Context: an optimization exercise on an open-source flow, tuned for small area and a short achievable clock period. The choices shown serve that exercise and are no tape-out recipe. Only simulation tests tie the RTL to the original design; equivalence was not proved. Power figures rest on the tool's default switching activity, not on a simulated workload.

## v42
## dual_issue_decode
module dual_issue_decode (
	input  logic			clk,
	input  logic			reset,
	input  logic [31:0]		instr_first,
	input  logic [31:0]		instr_second,
	input  logic [7:0]		pc,
	input  logic [7:0]		branch_pc,
	input  logic			branch_taken,
	output logic [31:0]		even_instr,
	output logic [10:0]		even_op,
	output logic [1:0]		even_unit,
	output logic [6:0]		even_rt,
	output logic			even_write,
	output logic [31:0]		odd_instr,
	output logic [10:0]		odd_op,
	output logic [1:0]		odd_unit,
	output logic [6:0]		odd_rt,
	output logic			odd_write,
	output logic			first_odd,
	output logic			stall,
	output logic [7:0]		stall_pc
);
	logic [31:0] a, b;			 
	logic ea, eb, oa, ob;		 
	logic [31:0] ew, ow;
	assign ew = ({32{ea}} & a) | ({32{eb}} & b);
	assign ow = ({32{oa}} & a) | ({32{ob}} & b);
	logic e_rrr, e_ila, e_ai, e_nop, e_fx1, e_shl;
	assign e_rrr = ew[31];
	assign e_ila = ~ew[31] & ew[30] & ~ew[29] & ew[25];
	assign e_ai  = ~ew[31] & ew[28] & ew[26];
	assign e_nop = ~ew[31] & ew[30] & ~ew[29] & ~ew[25];
	assign e_fx1 = e_ila | (~ew[31] & ~ew[30] & ew[28]);
	assign e_shl = ~ew[31] & ~ew[30] & ~ew[28] & ew[27];
	logic [6:0] e_rt0;
	logic e_wr0;
	assign e_rt0 = e_rrr ? ew[27:21] : ew[6:0];
  ...
export LEC_CHECK = 0
export CAP_MARGIN = 20
export CORE_MARGIN = 2
export CORE_UTILIZATION = 30
export PLACE_DENSITY = 0.45
export SETUP_SLACK_MARGIN = 4.7
export SLEW_MARGIN = 20
create_clock -name core_clock -period 9.0 [get_ports {clk}]
standard.sh (not shown) runs the stock make flow with config.mk's settings and CLKGATE_MAP_FILE= SYNTH_SCRIPT=/design/flow/synth_recipe.tcl, a recipe that flattens the netlist after the stock synthesis.
==> flow/flow/run.sh <==
#!/bin/bash
# The standard layout, with two changes:
#  - synthesis maps with an area-oriented ABC script (flow/abc_area.script),
#    otherwise the same as synth_recipe.tcl;
#  - the port buffers are plain buf_1 cells.
set -euo pipefail
HERE=$(pwd)
export BUFFER_PORTS_ARGS="-buffer_cell sky130_fd_sc_hd__buf_1"
export MY_ABC_SCRIPT=$HERE/flow/abc_area.script
sed "s#SYNTH_SCRIPT=[^ ]*#SYNTH_SCRIPT=$HERE/flow/synth.tcl#" standard.sh > own_standard.sh
bash own_standard.sh > flow_make.log 2>&1
==> flow/flow/abc_area.script <==
strash
dch
map -a
==> flow/flow/synth.tcl <==
# The standard synthesis (synth_recipe.tcl), with ABC's mapping script replaced
# by the area-oriented one next to this file.
proc synth {args} { yosys synth -nofsm -noshare {*}$args }
proc abc {args} {
  set i [lsearch -exact $args -script]
  if { $i >= 0 && [info exists ::env(MY_ABC_SCRIPT)] } {
    set args [lreplace $args $i [expr {$i + 1}] -script $::env(MY_ABC_SCRIPT)]
  }
  yosys abc {*}$args
}
source $::env(SCRIPTS_DIR)/synth.tcl
# left out here: clear keep_hierarchy, flatten, clean up, hide names made inside functions, write 1_2_yosys.v
What v17 does differently from v42 at the input level:
- changing PLACE_DENSITY from 0.45 to 0.4
- changing CORE_UTILIZATION from 30 to 25
- setting TNS_END_PERCENT to 10 for the first time
==> flow/flow/abc_area.script <==
strash
dch
map -a
topo
stime -c
buffer -c
upsize -c
dnsize -c
[summary]
- Compared with v42, in v17 synthesized area per cell now larger, final cell count now larger, sequential share of power now larger.
- Looking only at met3 wire length, and setting everything else aside, the lower value of v17 and v42 goes to v17.
- When v17 is measured against v42, its initial antenna violation count turns out 2 higher.
- Launching element of the worst setup path: instr_second[12] -> v17, instr_second[15] -> v42
- v42 -> v17: area of the multi-input gates increased by a few percent
The following lists how v33 was set up differently from v17:
- PLACE_DENSITY changed from 0.4 to 0.35
- CORE_UTILIZATION changed from 25 to 18
- TNS_END_PERCENT removed (was 10)
[summary]
- v33: met1 global-route usage lower than v17
- Taking v17 as the reference, in v33 fraction of area in clock buffers and inverters went down; power per cell area went down.
- Cell count, v33 and v17: smaller value in v17


Another version of the RTL of dual_issue_decode (not shown whole).
Size: ~1500 cells after synthesis, roughly 200 I/O pins, about 0.012 sq mm of cells after synthesis.
Settings: LEC_CHECK=0, CAP_MARGIN=20, CORE_MARGIN=2, CORE_UTILIZATION=27, PLACE_DENSITY=0.42, SETUP_SLACK_MARGIN=5.0, SLEW_MARGIN=20; clock period 9.0 ns.
==> flow/flow/abc_area.script <==
strash
&get -n
&st
&dch
&nf -a
&put
Scripts as last shown in full above: flow/flow/run.sh, flow/flow/synth.tcl
The baseline produced a clean layout.
Rerun with:
CORE_UTILIZATION = 35   (was 27)
PLACE_DENSITY = 0.5   (was 0.42)
- wire length fell by a little under a tenth
- synthesized area does not change
- final area shrinks slightly
- power came out higher slightly
Rerun with:
CORE_UTILIZATION = 30   (was 35)
PLACE_DENSITY = 0.45   (was 0.5)
TNS_END_PERCENT = 10   (was default)
Outcome:
- utilization came out lower by 5.3 points
- synthesized area stays the same
- cell area increases by 1.7%
Rerun with:
==> flow/flow/run.sh (replaced) <==
#!/bin/bash
# The standard layout, with these changes:
#  - synthesis maps with an area-oriented ABC script (flow/abc_area.script),
#    otherwise the same as synth_recipe.tcl;
#  - the port buffers are plain buf_1 cells;
set -euo pipefail
HERE=$(pwd)
export BUFFER_PORTS_ARGS="-buffer_cell sky130_fd_sc_hd__buf_1"
export MY_ABC_SCRIPT=$HERE/flow/abc_area.script
export SETUP_SLACK_MARGIN=5.6
sed "s#SYNTH_SCRIPT=[^ ]*#SYNTH_SCRIPT=$HERE/flow/synth.tcl#" standard.sh > own_standard.sh
bash own_standard.sh > flow_make.log 2>&1
SETUP_SLACK_MARGIN = default   (was 5.0)
TNS_END_PERCENT = default   (was 10)
The new run went through all stages and came out clean.
Worst hold slack gets better by 0.013 ns.
Wire length increases by about 15%.
Synthesized area does not change.
Core utilization increases by 8.3 points.
Via count increases by about 9%.
Worst setup slack gets better by 0.18 ns.
First-iteration DRC count decreases by 1.3%.
Maximum frequency increases by about 5%.
Design area increases by about 22%.

port drivers added, routing unchanged:
No port has a modelled driver above. Below, the same layouts with a new extraction and two added sets of constraints. Step 1 assumes that a clkbuf_16 drives the clock port and a buf_2 every other input. Step 2 also shifts input and output timing later by t, the mid clock arrival at the registers, as if the neighbouring blocks saw the same clock. a / b / c = ideal ports / drivers / drivers and shift; a / b = the first two.
| run | t (ns) | setup slack, ns | clock arrival spread, ns |
|---|---|---|---|
| v42 | 0.519 | 4.638 / 4.670 / 4.151 | 0.017 / 0.018 |
| v17 | 0.557 | 4.683 / 4.694 / 4.157 | 0.014 / 0.014 |
| v33 | 0.541 | 4.663 / 4.700 / 4.159 | 0.020 / 0.020 |
| the first run of note 2 | 0.514 | 5.033 / 4.992 / 4.547 | 0.015 / 0.015 |
| the second run of note 2 | 0.514 | 5.019 / 4.987 / 4.539 | 0.011 / 0.011 |
| the third run of note 2 | 0.518 | 5.010 / 4.954 / 4.564 | 0.018 / 0.018 |
| the fourth run of note 2 | 0.517 | 5.192 / 5.153 / 4.713 | 0.012 / 0.012 |
After both steps setup and hold are still met in every run listed. The setup slack of v17, which loses most, moves by +0.011 ns with the drivers and by -0.526 ns with both steps.
